This is an optimization exercise on Yosys and OpenROAD, whose aim is small area, not a production implementation. Function was checked by simulation only, so behaviour that the tests miss may differ from the original. No activity file was given, so power comes from the tool's default toggle rates.

==> module decode_stage_pipe, before the edit <==
module decode_stage_pipe (
   input  logic        clock,
   input  logic        reset,
   input  logic        id_valid,
   output logic        id_ready,
   input  logic [5:0]  op,
   input  logic [5:0]  func,
   input  logic [4:0]  rs,
   input  logic [4:0]  rt,
   input  logic [4:0]  rd,
   input  logic [15:0] imm,
   input  logic        wb_en,
   input  logic [4:0]  wb_addr,
   input  logic [31:0] wb_data,
   input  logic        flush,
   input  logic        ex_ready,
   output logic        ex_valid,
   output logic [31:0] ex_alu_data_1,
   output logic [31:0] ex_alu_data_2,
   output logic [31:0] ex_reg_data_2,
   output logic [31:0] ex_expand_imm,
   output logic [4:0]  ex_rw,
   output logic [10:0] ex_ctrl
);
   logic        regdst;
   logic        link;
   logic        alusrc;
   logic        expand;
   logic [4:0]  code;
   logic [31:0] rs_data;
   logic [31:0] rt_data;
   logic [4:0]  rw;
   logic        advance;
   logic        hz;
   logic        rw_nz;
   logic        ex_valid_q;
   logic [31:0] ex_a1_q;
   logic [31:0] ex_rt_q;
   logic [15:0] ex_imm_q;
   logic        ex_sign_q;
   logic        ex_alusrc_q;
   logic [4:0]  ex_rw_q;
   logic [4:0]  ex_c_q;
   logic [31:0]    regs [1:31];
   logic [31:1]    rf_we;
   logic [31:0]    rf_wd;
   logic [1023:32] regs_flat;
   always_comb begin
      for (int i = 1; i < 32; i++) begin
         rf_we[i] = !reset || (wb_en && (wb_addr == 5'(i)));
         regs_flat[32*i +: 32] = regs[i];
      end
   end
   assign rf_wd = reset ? wb_data : '0;
   always_ff @(posedge clock) begin
      for (int i = 1; i < 32; i++) begin
         if (rf_we[i]) regs[i] <= rf_wd;
      end
   end
   regfile_bypass u_rd1 (
      .ra        (rs),
      .adv       (advance),
      .we        (wb_en),
      .wa        (wb_addr),
      .wd        (wb_data),
      .q         (ex_a1_q),
      .regs_flat (regs_flat),
      .rd        (rs_data)
   );
   regfile_bypass u_rd2 (
      .ra        (rt),
      .adv       (advance),
      .we        (wb_en),
      .wa        (wb_addr),
      .wd        (wb_data),
      .q         (ex_rt_q),
      .regs_flat (regs_flat),
      .rd        (rt_data)
   );
   controller u_ctrl (
      .op     (op),
      .func   (func),
      .regdst (regdst),
      .link   (link),
      .alusrc (alusrc),
      .expand (expand),
      .code   (code)
   );
   assign rw = regdst ? rd : (link ? 5'd31 : rt);
   assign rw_nz    = (ex_rw_q != '0);
   assign hz       = ex_valid_q && ex_c_q[4] && !ex_c_q[3] && rw_nz &&
                     ((ex_rw_q == rs) || (ex_rw_q == rt));
   assign advance  = !ex_valid_q || ex_ready;
   assign id_ready = reset && (flush || (advance && !hz));
   always_ff @(posedge clock) begin
      if (!reset || flush) begin
         ex_valid_q <= 1'b0;
      end else if (advance) begin
         ex_valid_q <= id_valid && !hz;
      end
   end
   always_ff @(posedge clock) begin
      ex_a1_q <= rs_data;
      ex_rt_q <= rt_data;
   end
   always_ff @(posedge clock) begin
      if (advance) begin
         ex_imm_q    <= imm;
         ex_sign_q   <= expand && imm[15];
         ex_alusrc_q <= alusrc;
         ex_rw_q     <= rw;
         ex_c_q      <= code;
      end
   end
   logic [31:0] ext_imm;
   assign ext_imm = {{16{ex_sign_q}}, ex_imm_q};
   assign ex_valid      = ex_valid_q;
   assign ex_alu_data_1 = ex_a1_q;
   assign ex_alu_data_2 = ex_alusrc_q ? ext_imm : ex_rt_q;
   assign ex_reg_data_2 = ex_rt_q;
   assign ex_expand_imm = ext_imm;
   assign ex_rw         = ex_rw_q;
   logic v, m;
   assign v = ex_valid_q;
   assign m = ex_c_q[4];
   assign ex_ctrl[10] = v && rw_nz && (m ? !ex_c_q[3] : ex_c_q[1]);
   assign ex_ctrl[9]  = v && !m && ex_c_q[3];
   assign ex_ctrl[8]  = v && m && !ex_c_q[3];
   assign ex_ctrl[7]  = v && m && ex_c_q[3];
   assign ex_ctrl[6]  = v && m && !ex_c_q[3];
   assign ex_ctrl[5]  = v && !m && ex_c_q[2];
   assign ex_ctrl[4]  = v && m && ex_c_q[2];
   assign ex_ctrl[3]  = v && m && ex_c_q[1];
   assign ex_ctrl[2]  = v && m && ex_c_q[0];
   assign ex_ctrl[1]  = v && !m && ex_c_q[1] && ex_c_q[0];
   assign ex_ctrl[0]  = v && !m && ex_c_q[0];
endmodule
Settings: LEC_CHECK=0, CAP_MARGIN=20, CORE_MARGIN=2, CORE_UTILIZATION=55, CTS_BUF_LIST=sky130_fd_sc_hd__clkbuf_8, CTS_CLUSTER_DIAMETER=80, CTS_CLUSTER_SIZE=16, SLEW_MARGIN=20, SYNTH_HIERARCHICAL=1, BUFFER_PORTS_ARGS=-buffer_cell sky130_fd_sc_hd__buf_1, CTS_ARGS=-sink_clustering_enable -repair_clock_nets -dont_use_dummy_load -buf_list {sky130_fd_sc_hd__clkbuf_8} -sink_clustering_size 16 -sink_clustering_max_diameter 80; clock period 5.0 ns.
standard.sh (not shown) runs the stock make flow with config.mk's settings and CLKGATE_MAP_FILE= SYNTH_SCRIPT=/design/flow/synth_recipe.tcl, a recipe that flattens the netlist after the stock synthesis.
==> flow/flow/run.sh <==
#!/bin/bash
# Own flow: the standard layout (standard.sh) with two changes to how it is made:
#  - the port buffers that buffer_ports inserts are buf_1 cells;
#  - CTS does not add dummy loads.
# Each step's full output goes to ORFS's own logs under orfs/logs; make's output to make.log.
set -euo pipefail
cat >> config.mk <<'EOC'
export BUFFER_PORTS_ARGS = -buffer_cell sky130_fd_sc_hd__buf_1
export CTS_ARGS = -sink_clustering_enable -repair_clock_nets -dont_use_dummy_load -buf_list {sky130_fd_sc_hd__clkbuf_8} -sink_clustering_size 16 -sink_clustering_max_diameter 80
EOC
bash standard.sh > make.log 2>&1
Rerun with:
--- a/flow/design.v
+++ b/flow/design.v
@@ -165,25 +165,27 @@
    logic [15:0] ex_imm_q;
    logic        ex_sign_q;
    logic        ex_alusrc_q;
    logic [4:0]  ex_rw_q;
    logic [4:0]  ex_c_q;
    logic [31:0]    regs [1:31];
-   logic [31:1]    rf_we;
+   logic [31:1]    rf_we_lo, rf_we_hi;
    logic [31:0]    rf_wd;
    logic [1023:32] regs_flat;
-   always_comb begin
-      for (int i = 1; i < 32; i++) begin
-         rf_we[i] = !reset || (wb_en && (wb_addr == 5'(i)));
+   rf_we_dec u_we_lo (.reset (reset), .we (wb_en), .wa (wb_addr), .wen (rf_we_lo));
+   rf_we_dec u_we_hi (.reset (reset), .we (wb_en), .wa (wb_addr), .wen (rf_we_hi));
+   always_comb begin
+      for (int i = 1; i < 32; i++) begin
          regs_flat[32*i +: 32] = regs[i];
       end
    end
    assign rf_wd = reset ? wb_data : '0;
    always_ff @(posedge clock) begin
       for (int i = 1; i < 32; i++) begin
-         if (rf_we[i]) regs[i] <= rf_wd;
+         if (rf_we_lo[i]) regs[i][15:0]  <= rf_wd[15:0];
+         if (rf_we_hi[i]) regs[i][31:16] <= rf_wd[31:16];
       end
    end
    regfile_bypass u_rd1 (
       .ra        (rs),
       .adv       (advance),
       .we        (wb_en),
@@ -258,6 +260,18 @@
    assign ex_ctrl[4]  = v && m && ex_c_q[2];
    assign ex_ctrl[3]  = v && m && ex_c_q[1];
    assign ex_ctrl[2]  = v && m && ex_c_q[0];
    assign ex_ctrl[1]  = v && !m && ex_c_q[1] && ex_c_q[0];
    assign ex_ctrl[0]  = v && !m && ex_c_q[0];
 endmodule
+module rf_we_dec (
+   input  logic        reset,
+   input  logic        we,
+   input  logic [4:0]  wa,
+   output logic [31:1] wen
+);
+   always_comb begin
+      for (int i = 1; i < 32; i++) begin
+         wen[i] = !reset || (we && (wa == 5'(i)));
+      end
+   end
+endmodule
After rerunning: Design area is higher by 0.62%; worst setup slack gains 0.086 ns; sequential cell count is unchanged; fmax is higher by 2.2%; clock skew is lower by 0.020 ns; wire length is lower by 1.2%; via count is higher by 0.30%; sequential power stays flat; core utilization is higher by 0.18 points.

[afterwards: timing with drivers on the ports]
The flow's constraints put no driver on any port. The routed layouts listed below were extracted and timed again, unchanged, in two steps. Step 1 assumes that a clkbuf_16 drives the clock port and a buf_2 every other input. Step 2 times the ports against the registers' clock, not the clock port: input delays grow and output delays shrink by t, the midpoint of the rising clock arrivals with the driver on. a / b / c = ideal ports / drivers / drivers and shift; a / b = the first two.
run | t (ns) | slack for setup (ns) | clock arrival spread, ns | cell pins on the clock port's net
the first run | 0.765 | 0.980 / 0.968 / 0.203 | 0.092 / 0.092 | 1
the second run | 0.778 | 1.066 / 1.049 / 0.271 | 0.075 / 0.075 | 1
After both steps setup and hold are still met in every run listed. The setup slack of the second run, which loses most, moves by -0.017 ns with the drivers and by -0.795 ns with both steps.
